Source: an optimization exercise on an open RTL-to-GDS flow (aim: small area and few clock cycles per item). Production flows keep margins and buffers that such runs may drop. The RTL was checked by simulation tests, not by an equivalence proof against the original design.

==> inputs of 02-09 <==
## swept_tone_voice
module swept_tone_voice #(
    parameter int SINE_TABLE_BITS = stv_pkg::SINE_TABLE_BITS_DEF,
    parameter int COUNT_BITS      = stv_pkg::COUNT_BITS_DEF
) (
    input  logic        i_clk,
    input  logic        i_rst_n,
    input  logic        s_axis_tvalid,
    output logic        s_axis_tready,
    input  logic [23:0] s_axis_tdata,    
    input  logic [0:0]  s_axis_tuser,    
    output logic        m_axis_tvalid,
    input  logic        m_axis_tready,
    output logic [39:0] m_axis_tdata,    
    output logic [0:0]  m_axis_tuser,    
    input  logic        i_cfg_we,
    input  logic [2:0]  i_cfg_index,
    input  logic [31:0] i_cfg_data
);
clock: 13.0 ns
lec_check: 0
cap_margin: 20
core_margin: 2
core_utilization: 40
gpl_timing_driven: 0
slew_margin: 20
synth_hierarchical: 1
synth_memory_max_bits: 32768
synth_minimum_keep_size: 0
run.sh (not shown) runs the stock make flow with config.mk's settings and CLKGATE_MAP_FILE= SYNTH_SCRIPT=/design/flow/synth_recipe.tcl, a recipe that flattens the netlist after the stock synthesis.
==> inputs of 12-15, as changes to 02-09 <==
Settings changed: CTS_CLUSTER_DIAMETER set to 60, CTS_CLUSTER_SIZE set to 25, GPL_TIMING_DRIVEN 0 to unset.
==> comparison table <==
| item | 02-09 | 12-15 |
|---|---|---|
| Master of the slowest instance on the critical path | clkbuf_1 | edfxtp_1 |
| Detailed-route wire length per cell | 26.09 µm | 25.12 µm |
| Detail Placement HPWL | 229,200 µm | 187,100 µm |
| Count of fill cells added during filler insertion | 19,133 | 18,986 |
| Kind of launch point of the worst setup path | primary input | register |
| Met3 GRT Util | 0.06162 | 0.05238 |
| Reg-to-reg startpoint | r_mag1[8]$_SDFFCE_PP0N_ | r_env1[11]$_DFFE_PN_ |
| Length of routed wiring on met1 | 110,300 µm | 103,300 µm |
| Fraction of area in clock buffers and inverters | 0.01782 | 0.01626 |
| Worst-case hold slack | 431.5 ps | 428.9 ps |
| Layout buffering overhead excluding clock cells | 0.04672 | 0.04285 |
| Vias per cell | 5.780 | 5.885 |
| WS Path Type | primary input to register | register to register |
| Outcome | complete, no violations | complete, no violations |
| Port-buffer cells | 94 | 95 |
Testbench counts of 02-09, summed over its fixed seeds: cycles 19,442, items 18,162.
Testbench counts of 12-15, summed over its fixed seeds: cycles 19,442, items 18,162.

---

==> run a: inputs <==
Another version of the RTL of swept_tone_voice (not shown whole).
make LEC_CHECK=0 CAP_MARGIN=20 CORE_MARGIN=2 CORE_UTILIZATION=40 CTS_CLUSTER_DIAMETER=60 CTS_CLUSTER_SIZE=25 SLEW_MARGIN=20 SYNTH_HIERARCHICAL=1 SYNTH_MEMORY_MAX_BITS=32768 SYNTH_MINIMUM_KEEP_SIZE=0 finish   # period 13.0 ns
==> inputs of run b, as changes to run a <==
Settings changed: CTS_BUF_LIST set to sky130_fd_sc_hd__clkbuf_8 sky130_fd_sc_hd__clkbuf_16.
==> comparison <==
Area after synthesis is the same in run b and run a. In die area, run b and run a do not differ. In global-route usage, run a and run b do not differ. In register-to-register slack, run a and run b hardly differ. Final cell count is about the same in run a and run b. Non-clock buffer count is the same in run b and run a. In wire length, run a and run b hardly differ.
Testbench counts of run a, summed over its fixed seeds: cycles 19,442, items 18,162.
Testbench counts of run b, summed over its fixed seeds: cycles 19,442, items 18,162.

---

==> 09-12: inputs <==
swept_tone_voice, a different RTL version from the one above (not shown whole).
clock: 13.0 ns
lec_check: 0
cap_margin: 20
core_margin: 2
core_utilization: 40
cts_cluster_diameter: 80
cts_cluster_size: 30
slew_margin: 20
synth_hierarchical: 1
synth_memory_max_bits: 32768
synth_minimum_keep_size: 0
==> 07-26: changes against 09-12 <==
--- a/flow/config.mk
+++ b/flow/config.mk
@@ -8,8 +8,6 @@
 export CAP_MARGIN = 20
 export CORE_MARGIN = 2
 export CORE_UTILIZATION = 40
-export CTS_CLUSTER_DIAMETER = 80
-export CTS_CLUSTER_SIZE = 30
 export SLEW_MARGIN = 20
 export SYNTH_HIERARCHICAL = 1
 export SYNTH_MEMORY_MAX_BITS = 32768
==> impl_metrics.py <==
metrics = {
    "grt": {
        "grt_pass1_wl_um": 425000,
    },
    "status": {
        "status": "timing/DRC/antenna clean",
    },
}
That was 09-12.
==> impl_metrics.py <==
metrics = {
    "grt": {
        "overflow": 0,
        "grt_pass1_wl_um": 427000,
    },
    "status": {
        "status": "timing/DRC/antenna clean",
    },
}
That was 07-26.
Testbench counts of 09-12, summed over its fixed seeds: cycles 19,442, items 18,162.
Testbench counts of 07-26, summed over its fixed seeds: cycles 19,442, items 18,162.

---

==> inputs of 09-10 <==
Another version of the RTL of swept_tone_voice (not shown whole).
==> flow/design.v (excerpt) <==
module swept_tone_voice #(
    parameter int SINE_TABLE_BITS = stv_pkg::SINE_TABLE_BITS_DEF,
    parameter int COUNT_BITS      = stv_pkg::COUNT_BITS_DEF
) (
    input  logic        i_clk,
    input  logic        i_rst_n,
    input  logic        s_axis_tvalid,
    output logic        s_axis_tready,
    input  logic [23:0] s_axis_tdata,    
    input  logic [0:0]  s_axis_tuser,    
    output logic        m_axis_tvalid,
    input  logic        m_axis_tready,
    output logic [39:0] m_axis_tdata,    
    output logic [0:0]  m_axis_tuser,    
    input  logic        i_cfg_we,
    input  logic [2:0]  i_cfg_index,
    input  logic [31:0] i_cfg_data
);
Settings: LEC_CHECK=0, CAP_MARGIN=20, CORE_MARGIN=2, CORE_UTILIZATION=60, SLEW_MARGIN=20, SYNTH_HIERARCHICAL=1, SYNTH_MEMORY_MAX_BITS=32768, SYNTH_MINIMUM_KEEP_SIZE=0; clock period 13.0 ns.
==> 11-08 (differences from 09-10) <==
--- a/flow/design.v
+++ b/flow/design.v
@@ -7231,20 +7231,19 @@
     assign w_accept      = s_axis_tvalid && w_ready1;
     logic [31:0] r_phase, r_inc;
     logic [19:0] r_idx;
     logic [23:0] r_env;
     logic        r_note_on;
     logic        w_start, e_on, w_active, w_in_att;
-    logic [31:0] e_phase, e_inc, w_phase_new, w_inc_next;
+    logic [31:0] e_inc, w_phase_new, w_inc_next;
     logic [19:0] e_idx, w_idx_next;
     logic [23:0] e_env, w_env_used, w_env_next, w_dec_next;
     logic [24:0] w_att_sum;
     logic [33:0] w_inc_prod;
     assign w_start = (s_axis_tuser[0] == OP_START);
     always_comb begin
-        e_phase  = w_start ? 32'd0 : r_phase;
         e_inc    = w_start ? {1'b0, r_cfg.start_increment} : r_inc;
         e_idx    = w_start ? 20'd0 : r_idx;
         e_env    = w_start ? 24'd0 : r_env;
         e_on     = w_start || r_note_on;
         w_active = e_on && (e_idx < r_cfg.note_length);
         w_in_att = (e_idx < r_cfg.attack_samples);
@@ -7259,33 +7258,27 @@
         end
         w_inc_next = (|w_inc_prod[33:32]) ? 32'hFFFF_FFFF : w_inc_prod[31:0];
         w_idx_next = e_idx + 1'b1;
     end
     stv_mul_inc u_mul_inc (.a(e_inc), .b(r_cfg.sweep_factor), .q(w_inc_prod));
     stv_mul_dec u_mul_dec (.a(w_env_used), .b(r_cfg.decay_factor), .q(w_dec_next));
+    logic w_load;
+    assign w_load = w_accept && (w_active || w_start);
+    always_ff @(posedge i_clk) begin
+        if (w_load) begin
+            r_phase <= w_active ? w_phase_new : 32'd0;
+            r_inc   <= w_active ? w_inc_next : {1'b0, r_cfg.start_increment};
+            r_idx   <= w_active ? w_idx_next : 20'd0;
+            r_env   <= w_active ? w_env_next : 24'd0;
+        end
+    end
     always_ff @(posedge i_clk) begin
         if (!i_rst_n) begin
-            r_phase   <= '0;
-            r_inc     <= '0;
-            r_idx     <= '0;
-            r_env     <= '0;
             r_note_on <= 1'b0;
         end else if (w_accept) begin
-            if (w_active) begin
-                r_phase   <= w_phase_new;
-                r_inc     <= w_inc_next;
-                r_idx     <= w_idx_next;
-                r_env     <= w_env_next;
-                r_note_on <= (w_idx_next != r_cfg.note_length);
-            end else begin
-                r_phase   <= e_phase;
-                r_inc     <= e_inc;
-                r_idx     <= e_idx;
-                r_env     <= e_env;
-                r_note_on <= 1'b0;
-            end
+            r_note_on <= w_active && (w_idx_next != r_cfg.note_length);
         end
     end
     logic [10:0] w_addr;
     logic [15:0] w_sine;
     logic [16:0] w_ramp, w_mag;
     logic [16:0] w_tri;
@@ -7324,13 +7317,13 @@
             r_v1 <= s_axis_tvalid;
         end
     end
     always_ff @(posedge i_clk) begin
         if (w_ready1) begin
             r_act1 <= w_active;
-            r_neg1 <= w_neg;
+            r_neg1 <= w_active && w_neg;
             r_mag1 <= w_active ? w_mag : 17'd0;
             r_env1 <= w_env_used;
             r_mix1 <= s_axis_tdata[17:0];
         end
     end
     logic [17:0] w_mix_out;
CORE_UTILIZATION = 40   (was 60)
==> out/summary.txt <==
outcome -> timing/DRC/antenna clean
Inst Count DP -> 11500
Multi-input gate area -> 0.0711 sq mm
gp weighted congestion -> 0.944
# rows -> 168
share of cells above drive strength 1 -> 0.0680
total inserted antenna cells -> 3
DR WL/cell -> 25.1 um
largest net degree at the start of global routing -> 101
adder-cell share of the synthesized area -> 0.515
# the run above: 11-08

==> out/summary.txt <==
# rows -> 136
Inst Count DP -> 10600
DR WL/cell -> 26.3 um
outcome -> timing/DRC/antenna clean
vias in the first global route -> 73300
clk_buf instances -> 52
largest net degree at the start of global routing -> 113
Multi-input gate area -> 0.0719 sq mm
adder-cell share of the synthesized area -> 0.517
endpoints failing setup -> 0
syn_area_per_cell -> 9.35 sq um
fraction of registers with async set/reset -> 0
gp weighted congestion -> 0.968
# the run above: 09-10

Testbench counts of 09-10, summed over its fixed seeds: cycles 19,442, items 18,162.
Testbench counts of 11-08, summed over its fixed seeds: cycles 19,442, items 18,162.

---

==> trial 79 <==
swept_tone_voice, a different RTL version from the one above (not shown whole).
clock: 13.0 ns
lec_check: 0
cap_margin: 20
core_margin: 2
core_utilization: 40
cts_cluster_diameter: 60
cts_cluster_size: 25
slew_margin: 20
synth_hierarchical: 1
synth_memory_max_bits: 32768
synth_minimum_keep_size: 0
==> trial 24: changes against trial 79 <==
--- a/flow/design.v
+++ b/flow/design.v
@@ -10322,21 +10322,21 @@
         w_env_used  = (!w_in_att && w_at_att) ? r_cfg.decay_start : e_env;
         w_env_next  = w_in_att ? w_att_next : w_dec_next;
         w_inc_next  = (|w_inc_prod[33:32]) ? 32'hFFFF_FFFF : w_inc_prod[31:0];
     end
     stv_mul_inc u_mul_inc (.a(e_inc), .b(r_cfg.sweep_factor), .q(w_inc_prod));
     stv_mul_dec u_mul_dec (.a(w_env_used), .b(r_cfg.decay_factor), .q(w_dec_next));
     logic w_load;
-    assign w_load = w_accept && w_active;
+    assign w_load = w_accept && (w_active || w_start);
     always_ff @(posedge i_clk) begin
         if (w_load) begin
-            r_phase <= w_phase_new;
-            r_inc   <= w_inc_next;
-            r_idx   <= w_idx_next;
-            r_env   <= w_env_next;
+            r_phase <= w_active ? w_phase_new : 32'd0;
+            r_inc   <= w_active ? w_inc_next : {1'b0, r_cfg.start_increment};
+            r_idx   <= w_active ? w_idx_next : 20'd0;
+            r_env   <= w_active ? w_env_next : 24'd0;
         end
     end
     always_ff @(posedge i_clk) begin
         if (!i_rst_n) begin
             r_note_on <= 1'b0;
         end else if (w_accept) begin
             r_note_on <= w_active && w_not_end;
==> trial 60: changes against trial 79 <==
--- a/flow/design.v
+++ b/flow/design.v
@@ -10322,21 +10322,21 @@
         w_env_used  = (!w_in_att && w_at_att) ? r_cfg.decay_start : e_env;
         w_env_next  = w_in_att ? w_att_next : w_dec_next;
         w_inc_next  = (|w_inc_prod[33:32]) ? 32'hFFFF_FFFF : w_inc_prod[31:0];
     end
     stv_mul_inc u_mul_inc (.a(e_inc), .b(r_cfg.sweep_factor), .q(w_inc_prod));
     stv_mul_dec u_mul_dec (.a(w_env_used), .b(r_cfg.decay_factor), .q(w_dec_next));
     logic w_load;
-    assign w_load = w_accept && w_active;
+    assign w_load = w_accept && (w_active || w_start);
     always_ff @(posedge i_clk) begin
         if (w_load) begin
-            r_phase <= w_phase_new;
-            r_inc   <= w_inc_next;
-            r_idx   <= w_idx_next;
-            r_env   <= w_env_next;
+            r_phase <= w_active ? w_phase_new : 32'd0;
+            r_inc   <= w_active ? w_inc_next : {1'b0, r_cfg.start_increment};
+            r_idx   <= w_active ? w_idx_next : 20'd0;
+            r_env   <= w_active ? w_env_next : 24'd0;
         end
     end
     always_ff @(posedge i_clk) begin
         if (!i_rst_n) begin
             r_note_on <= 1'b0;
         end else if (w_accept) begin
             r_note_on <= w_active && w_not_end;
- CAP_MARGIN: 20 -> 10
- SLEW_MARGIN: 20 -> 10
==> summary of the runs <==
- In trial 60 the setup slack is higher than in trial 24, by 0.0089 ns.
- Of trial 79 and trial 24, trial 24 has the higher critical path depth (gap 2).
- The highest clock skew belongs to trial 60, the lowest to trial 79.
- Area after synthesis is the same in trial 24 and trial 60.
- Wire length, highest first: trial 79, trial 60, trial 24.
- In flip-flop and latch count, trial 79 and trial 60 do not differ.
==> figures <==
|  | trial 24 | trial 79 | trial 60 |
|---|---|---|---|
| Status | complete, no violations | complete, no violations | complete, no violations |
| Final period demand of the worst path | 11.59 ns | 11.67 ns | 11.58 ns |
| CLK BUF | 42 | 38 | 42 |
| Max stage delay on crit path | 0.58 ns | 0.76 ns | 0.75 ns |
| Post-route core utilization | 43.2% | 43.2% | 43.2% |
| Ratio of layout area to synthesized area | 1.073x | 1.074x | 1.073x |
| Ratio of cells with drive above 1 in the final layout | 6.28% | 6.05% | 6.28% |
| Terminating pin of the worst hold path | r_note_on$_SDFFE_PN0P_ | r_act2$_DFFE_PP_ | r_note_on$_SDFFE_PN0P_ |
| Fraction of area in multi-input gates | 77.2% | 77.1% | 77.2% |
| Synth Area in Adders | 56.0% | 56.0% | 56.0% |
| Clock latency on the worst-skew pair | 0.62 ns | 0.63 ns | 0.63 ns |
| Die Wd | 447 µm | 447 µm | 447 µm |
| Number of cells on the critical path | 26 | 24 | 26 |
| Post-layout net count | 9,840 | 9,814 | 9,840 |
Testbench counts of trial 79, summed over its fixed seeds: cycles 19,442, items 18,162.
Testbench counts of trial 24, summed over its fixed seeds: cycles 19,442, items 18,162.
Testbench counts of trial 60, summed over its fixed seeds: cycles 19,442, items 18,162.

==> afterwards: timing with drivers on the ports <==
The results above use ideal ports. As a check the final layouts listed here were re-extracted and re-timed, cells and wires unchanged.
Step 1 (the two cells are an assumption about what drives the block):
set clk [get_ports {i_clk}]
set_driving_cell -lib_cell sky130_fd_sc_hd__clkbuf_16 $clk
set_driving_cell -lib_cell sky130_fd_sc_hd__buf_2 [delete_from_list [all_inputs] $clk]
Step 2 also shifts input and output timing later by t, the mid clock arrival at the registers, as if the neighbouring blocks saw the same clock.
a / b / c = ideal ports / drivers / drivers and shift; a / b = the first two.
| run | shift t [ns] | setup slack, ns | hold WS [ns] | cell pins on the clock port's net |
|---|---|---|---|---|
| 02-09 | 0.692 | 0.227 / 0.135 / -0.557 | 0.432 / 0.432 / 0.432 | 1 |
| 12-15 | 0.678 | 0.612 / 0.612 / 0.352 | 0.429 / 0.429 / 0.429 | 1 |
| run a | 0.655 | 1.479 / 1.383 / 0.729 | 0.418 / 0.418 / 0.418 | 1 |
| run b | 0.654 | 1.491 / 1.382 / 0.728 | 0.418 / 0.418 / 0.418 | 1 |
| 09-12 | 0.741 | 0.593 / 0.593 / 0.397 | 0.536 / 0.536 / 0.536 | 1 |
| 07-26 | 0.715 | 0.637 / 0.637 / 0.517 | 0.532 / 0.532 / 0.532 | 1 |
| 09-10 | 0.677 | 0.537 / 0.537 / 0.115 | 0.430 / 0.430 / 0.430 | 1 |
| 11-08 | 0.714 | 0.558 / 0.558 / -0.049 | 0.466 / 0.466 / 0.466 | 1 |
| trial 79 | 0.683 | 1.331 / 1.318 / 0.635 | 0.531 / 0.531 / 0.531 | 1 |
| trial 24 | 0.677 | 1.413 / 1.355 / 0.678 | 0.517 / 0.517 / 0.517 | 1 |
| trial 60 | 0.679 | 1.422 / 1.367 / 0.688 | 0.518 / 0.518 / 0.518 | 1 |
With both steps, setup timing fails in 02-09 and 11-08, where it was met with ideal ports. For 02-09, which loses most, drivers alone change the setup slack by -0.092 ns; drivers and shift together by -0.784 ns.
